Context: an optimization exercise on an open-source flow, tuned for small area. The choices shown serve that exercise and are no tape-out recipe. The RTL was checked by simulation tests, not by an equivalence proof against the original design. The clock input has no modelled driver; a real chip could not lean on it and would need a root buffer or a full tree. Power is estimated from default activity; no workload was simulated.

## lane 3
// calc_top
module calc_top(clk_i, reset_i, key_i, key_valid_i, led_o, disp_we_o, disp_data_o);
  input clk_i;
  wire clk_i;
  input reset_i;
  wire reset_i;
  input [3:0] key_i;
  wire [3:0] key_i;
  input key_valid_i;
  wire key_valid_i;
  output [15:0] led_o;
  wire [15:0] led_o;
  output disp_we_o;
  wire disp_we_o;
  output [7:0] disp_data_o;
  wire [7:0] disp_data_o;
  wire _000_;
  wire _001_;
  wire _002_;
  wire _003_;
  wire _004_;
  wire _005_;
  wire _006_;
  wire _007_;
  wire _008_;
  wire _009_;
  wire _010_;
  wire _011_;
  wire _012_;
  wire _013_;
  wire _014_;
  wire _015_;
  wire _016_;
  wire _017_;
  wire _018_;
  wire _019_;
  wire _020_;
  wire _021_;
  wire _022_;
  wire _023_;
  wire _024_;
  wire _025_;
  wire _026_;
  wire _027_;
  wire _028_;
  wire _029_;
  wire _030_;
  wire _031_;
  wire _032_;
  wire _033_;
  wire _034_;
  wire _035_;
  wire _036_;
  wire _037_;
  wire _038_;
  wire _039_;
  wire _040_;
  wire _041_;
  wire _042_;
  wire _043_;
  wire _044_;
  wire _045_;
  wire _046_;
  wire _047_;
  wire _048_;
  wire _049_;
  wire _050_;
  wire _051_;
  wire _052_;
  wire _053_;
  wire _054_;
  wire _055_;
  wire _056_;
  wire _057_;
  wire _058_;
  wire _059_;
  wire _060_;
  wire _061_;
  ...
Size in the first run: about 61 flip-flops, about 32 I/O pins.
==> flow/config.mk <==
export PLATFORM = sky130hd
export DESIGN_NAME = calc_top
export DESIGN_NICKNAME = calc_top
export VERILOG_FILES = /design/flow/design.v
export SDC_FILE = /design/flow/constraint.sdc
export NUM_CORES = 4
export LEC_CHECK = 0
export ABC_AREA = 1
export CAP_MARGIN = 20
export CORE_MARGIN = 2
export CORE_UTILIZATION = 65
export PLACE_DENSITY = 0.8
export SLEW_MARGIN = 20
==> flow/constraint.sdc <==
create_clock -name core_clock -period 10.0 [get_ports {clk_i}]
set_input_delay 2.0000 -clock core_clock [delete_from_list [all_inputs] [get_ports {clk_i}]]
set_output_delay 2.0000 -clock core_clock [all_outputs]
set_load 0.01 [all_outputs]
standard.sh (not shown) runs the stock make flow with config.mk's settings and CLKGATE_MAP_FILE= SYNTH_SCRIPT=/design/flow/synth_recipe.tcl, a recipe that flattens the netlist after the stock synthesis.
==> flow/flow/run.sh <==
#!/bin/bash
# Standard synthesis, then the standard layout steps with these changes:
#  - after floorplan, abc's buffers are removed and each logic cell is set to
#    the smallest drive of its family (placement repair upsizes where needed);
#  - the port buffers are the smallest buffer cell;
#  - clock tree synthesis uses small clock buffers and adds no dummy loads.
set -uo pipefail
HERE=$(pwd)
bash standard.sh synth > synth.log 2>&1 || exit 1
export REMOVE_ABC_BUFFERS=1
export POST_FLOORPLAN_TCL=$HERE/flow/downsize.tcl
export BUFFER_PORTS_ARGS="-buffer_cell sky130_fd_sc_hd__buf_1"
export CTS_ARGS="-sink_clustering_enable -repair_clock_nets -dont_use_dummy_load -buf_list sky130_fd_sc_hd__clkbuf_4 -root_buf sky130_fd_sc_hd__clkbuf_4 -sink_clustering_size 20 -sink_clustering_max_diameter 100"
bash standard.sh finish > layout.log 2>&1
==> flow/flow/downsize.tcl <==
# Swap each combinational cell for the smallest cell of the same family
# (same function, lower drive); later repair steps upsize where timing,
# slew or capacitance need it.
proc downsize_cells {} {
  set db [ord::get_db]
  set block [ord::get_db_block]
  set saved 0.0
  set n 0
  foreach inst [$block getInsts] {
    set m [$inst getMaster]
    set name [$m getName]
    if {![regexp {^sky130_fd_sc_hd__([a-z0-9]+)_([0-9]+)$} $name -> base drive]} { continue }
    if {[regexp {^(s?e?df|dl|tap|fill|decap|conb|diode|clkbuf|clkdly|dlygate|dlymetal|probe|lpflow)} $base]} { continue }
    set best $name
    set best_area [expr {[$m getWidth] * [$m getHeight]}]
    foreach lc [get_lib_cells */sky130_fd_sc_hd__${base}_*] {
      set cname [get_name $lc]
      if {![regexp "^sky130_fd_sc_hd__${base}_\[0-9\]+\$" $cname]} { continue }
      if {[get_property $lc dont_use]} { continue }
      set cm [$db findMaster $cname]
      if {$cm == "NULL"} { continue }
      set a [expr {[$cm getWidth] * [$cm getHeight]}]
      if {$a < $best_area} { set best $cname; set best_area $a }
    }
    if {$best ne $name} {
      set old [expr {[$m getWidth] * [$m getHeight]}]
      replace_cell [$inst getName] $best
      set saved [expr {$saved + ($old - $best_area) / 1e6}]
      incr n
    }
  }
  puts "downsize_cells: $n cells, [format %.2f $saved] um2 saved"
}
downsize_cells
Lane 3 completed every stage of the flow, and the final layout passed the timing, design-rule and antenna checks.
The inputs of lane 4 differ from those of lane 3 as listed below.
-- flow/flow/run.sh --
<<< lane 3, line 2
# Standard synthesis, then the standard layout steps with these changes:
#  - after floorplan, abc's buffers are removed and each logic cell is set to
#    the smallest drive of its family (placement repair upsizes where needed);
>>> lane 4, line 2
# Standard synthesis, then the standard layout steps with these changes:
#  - after floorplan, abc's buffers are removed, the logic is remapped for area
#    (restructure) and each logic cell is set to
#    the smallest drive of its family (placement repair upsizes where needed);
<<< lane 3, line 10
export REMOVE_ABC_BUFFERS=1
export POST_FLOORPLAN_TCL=$HERE/flow/downsize.tcl
export BUFFER_PORTS_ARGS="-buffer_cell sky130_fd_sc_hd__buf_1"
>>> lane 4, line 11
export REMOVE_ABC_BUFFERS=1
export POST_FLOORPLAN_TCL=$HERE/flow/post_floorplan.tcl
export BUFFER_PORTS_ARGS="-buffer_cell sky130_fd_sc_hd__buf_1"
==> flow/flow/post_floorplan.tcl (new file) <==
# After floorplan: remap the logic between registers and ports for area
# (OpenROAD's restructure, which runs abc), then set each logic cell to the
# smallest drive of its family; placement repair upsizes where needed.
set lib [lindex [glob $::env(PLATFORM_DIR)/lib/sky130_fd_sc_hd__tt_025C_1v80.lib] 0]
file mkdir $::env(OBJECTS_DIR)/restructure
restructure -target area -liberty_file $lib \
  -tielo_port sky130_fd_sc_hd__conb_1/LO -tiehi_port sky130_fd_sc_hd__conb_1/HI \
  -work_dir $::env(OBJECTS_DIR)/restructure
source [file join [file dirname [info script]] downsize.tcl]
==> summary.txt <==
- Changes observed in lane 4 relative to lane 3: insertion delay of the later-clocked pin in the worst-skew pair +20 ps, register fraction of the total cell area now larger, non-clock buffer count went up 3.2%, total track usage moved up.

* * *

Setup of try-garnet:
calc_top, a different RTL version from the one above (not shown whole).
For scale: roughly 230 cells after synthesis, roughly 61 flip-flops, ~32 I/O pins, ~0.0027 sq mm of cells after synthesis.
Settings: LEC_CHECK=0, ABC_AREA=1, CAP_MARGIN=20, CORE_MARGIN=2, CORE_UTILIZATION=75, PLACE_DENSITY=0.9, SLEW_MARGIN=20; clock period 10.0 ns.
==> flow/flow/run.sh <==
#!/bin/bash
# Standard synthesis, then the standard layout steps with these changes:
#  - after floorplan, abc's buffers are removed, the logic is remapped for area
#    (restructure) and each logic cell is set to
#    the smallest drive of its family (placement repair upsizes where needed);
#  - the port buffers are the smallest buffer cell;
#  - the clock tree is three clkbuf_8, each driving a third of the registers
#    (balanced k-means clusters), fed from the clock port (flow/clock_tree.tcl).
set -uo pipefail
HERE=$(pwd)
bash standard.sh synth > synth.log 2>&1 || exit 1
export REMOVE_ABC_BUFFERS=1
export POST_FLOORPLAN_TCL=$HERE/flow/post_floorplan.tcl
export BUFFER_PORTS_ARGS="-buffer_cell sky130_fd_sc_hd__buf_1"
export PRE_CTS_TCL=$HERE/flow/clock_tree.tcl
export CTS_ARGS="-sink_clustering_enable -repair_clock_nets -dont_use_dummy_load -buf_list sky130_fd_sc_hd__clkbuf_4 -root_buf sky130_fd_sc_hd__clkbuf_4 -sink_clustering_size 20 -sink_clustering_max_diameter 100"
bash standard.sh finish > layout.log 2>&1
==> flow/flow/clock_tree.tcl <==
# Clock tree of K leaf buffers, each driving one k-means cluster of the
# registers, all fed straight from the clock port.
proc my_clock_tree {K master_name} {
  set db [ord::get_db]
  set block [ord::get_db_block]
  set master [$db findMaster $master_name]
  set clk [$block findNet clk_i]
  set sinks {}
  foreach it [$clk getITerms] {
    set inst [$it getInst]
    set xy [$inst getLocation]
    lappend sinks [list $it [expr {[lindex $xy 0] + [[$inst getMaster] getWidth]/2}] [expr {[lindex $xy 1] + [[$inst getMaster] getHeight]/2}]]
  }
  set n [llength $sinks]
  # k-means, seeded with sinks spread through the list sorted by x+y
  set sorted [lsort -real -index 1 $sinks]
  set cents {}
  for {set k 0} {$k < $K} {incr k} {
    set s [lindex $sorted [expr {int(($k + 0.5) * $n / $K)}]]
    lappend cents [list [lindex $s 1] [lindex $s 2]]
  }
  for {set iter 0} {$iter < 50} {incr iter} {
    # balanced assignment: closest (sink, centre) pairs first, at most cap per centre
    set cap [expr {int(ceil(double($n) / $K))}]
    set pairs {}
    set i 0
    foreach s $sinks {
      for {set k 0} {$k < $K} {incr k} {
        set c [lindex $cents $k]
        lappend pairs [list [expr {abs([lindex $s 1]-[lindex $c 0]) + abs([lindex $s 2]-[lindex $c 1])}] $i $k]
      }
      incr i
    }
    set assign [lrepeat $n -1]
    set cnt [lrepeat $K 0]
    foreach p [lsort -real -index 0 $pairs] {
      lassign $p d i k
      if {[lindex $assign $i] >= 0 || [lindex $cnt $k] >= $cap} { continue }
      lset assign $i $k
      lset cnt $k [expr {[lindex $cnt $k] + 1}]
    }
    set newc {}
    for {set k 0} {$k < $K} {incr k} {
      set sx 0; set sy 0; set m 0
      foreach s $sinks a $assign {
        if {$a == $k} { set sx [expr {$sx + [lindex $s 1]}]; set sy [expr {$sy + [lindex $s 2]}]; incr m }
      }
      if {$m > 0} { lappend newc [list [expr {$sx / $m}] [expr {$sy / $m}]] } else { lappend newc [lindex $cents $k] }
    }
    set cents $newc
  }
  for {set k 0} {$k < $K} {incr k} {
    set net [odb::dbNet_create $block "clknet_leaf_$k"]
    $net setSigType CLOCK
    set buf [odb::dbInst_create $block $master "clkbuf_leaf_$k"]
    [$buf findITerm A] connect $clk
    [$buf findITerm X] connect $net
    set c [lindex $cents $k]
    $buf setLocation [expr {int([lindex $c 0])}] [expr {int([lindex $c 1])}]
    $buf setPlacementStatus PLACED
    set m 0
    foreach s $sinks a $assign {
      if {$a == $k} { set it [lindex $s 0]; $it disconnect; $it connect $net; incr m }
    }
    puts "my_clock_tree: clkbuf_leaf_$k drives $m registers"
  }
}

# Used as PRE_CTS_TCL: ORFS's cts.tcl then calls this in place of TritonCTS,
# and goes on with its own placement legalisation and timing repair.
rename clock_tree_synthesis tritoncts_clock_tree_synthesis
proc clock_tree_synthesis {args} {
  my_clock_tree 3 sky130_fd_sc_hd__clkbuf_8
  set_propagated_clock [all_clocks]
}
Scripts as last shown in full above: flow/flow/downsize.tcl
Other scripts of this flow, unchanged in this note and not shown: flow/flow/post_floorplan.tcl
> inputs changed (try-garnet -> try-harbor)
diff --git a/flow/flow/run.sh b/flow/flow/run.sh
--- a/flow/flow/run.sh
+++ b/flow/flow/run.sh
@@ -5,5 +5,5 @@
 #    the smallest drive of its family (placement repair upsizes where needed);
 #  - the port buffers are the smallest buffer cell;
-#  - the clock tree is three clkbuf_8, each driving a third of the registers
+#  - the clock tree is four clkbuf_8, each driving a quarter of the registers
 #    (balanced k-means clusters), fed from the clock port (flow/clock_tree.tcl).
 set -uo pipefail
diff --git a/flow/flow/clock_tree.tcl b/flow/flow/clock_tree.tcl
--- a/flow/flow/clock_tree.tcl
+++ b/flow/flow/clock_tree.tcl
@@ -71,5 +71,5 @@
 rename clock_tree_synthesis tritoncts_clock_tree_synthesis
 proc clock_tree_synthesis {args} {
-  my_clock_tree 3 sky130_fd_sc_hd__clkbuf_8
+  my_clock_tree 4 sky130_fd_sc_hd__clkbuf_8
   set_propagated_clock [all_clocks]
 }
diff --git a/flow/config.mk b/flow/config.mk
--- a/flow/config.mk
+++ b/flow/config.mk
@@ -9,5 +9,5 @@
 export CAP_MARGIN = 20
 export CORE_MARGIN = 2
-export CORE_UTILIZATION = 75
-export PLACE_DENSITY = 0.9
+export CORE_UTILIZATION = 65
+export PLACE_DENSITY = 0.8
 export SLEW_MARGIN = 20
Results
When the final numbers for try-garnet and try-harbor were put side by side, the number of gates on the worst path with buffers counted turned out to be greater in try-harbor.
Summary of try-harbor over try-garnet: average via count per standard cell went down by about 4%; final setup slack of the worst path increased 0.15 ns.
Cmp try-garnet and try-harbor / power per unit of standard cell area / lower: try-harbor
Achievable clock frequency is lower on try-garnet
Taking try-harbor over try-garnet, the wire length ratio works out to 0.906.
Diff try-harbor..try-garnet | total power | negligible
Lower minimum period implied by the final worst setup slack among try-garnet and try-harbor: try-harbor
Going from try-garnet to try-harbor, number of nets at the end of the flow grows by 1.
Wire length of the first global-routing pass, try-harbor vs try-garnet: down by more than 10%
No run of this note takes its clock network from TritonCTS; it comes from the design's own scripts or RTL.

## static timing again, ports no longer ideal
The results above use ideal ports. As a check the final layouts listed here were re-extracted and re-timed, cells and wires unchanged.
Step 1, drivers: a clkbuf_16 drives clk_i and a buf_2 each remaining input, both assumed.
Step 2 adds t to the input delays and takes it off the output delays; t is the mean of the earliest and latest rising clock arrival at the registers after step 1. Input paths then give back, and output paths get back, about the clock's delay inside the block.
Slacks: ideal / step 1 / step 2; pairs: ideal / step 1.
run | t (ns) | setup WS [ns] | hold slack, ns | slew at the worst register clock pin (ns) | worst data-port slew with drivers (ns)
lane 3 | 0.382 | 5.745 / 5.721 / 6.103 | 0.422 / 0.422 / 0.422 | 0.09 / 0.09 | 0.03
lane 4 | 0.397 | 5.254 / 5.230 / 5.627 | 0.411 / 0.411 / 0.411 | 0.09 / 0.09 | 0.03
try-garnet | 0.203 | 5.105 / 5.063 / 5.266 | 0.433 / 0.433 / 0.433 | 0.11 / 0.11 | 0.03
try-harbor | 0.197 | 5.259 / 5.208 / 5.404 | 0.426 / 0.426 / 0.426 | 0.09 / 0.09 | 0.03
After both steps setup and hold are still met in every run listed.
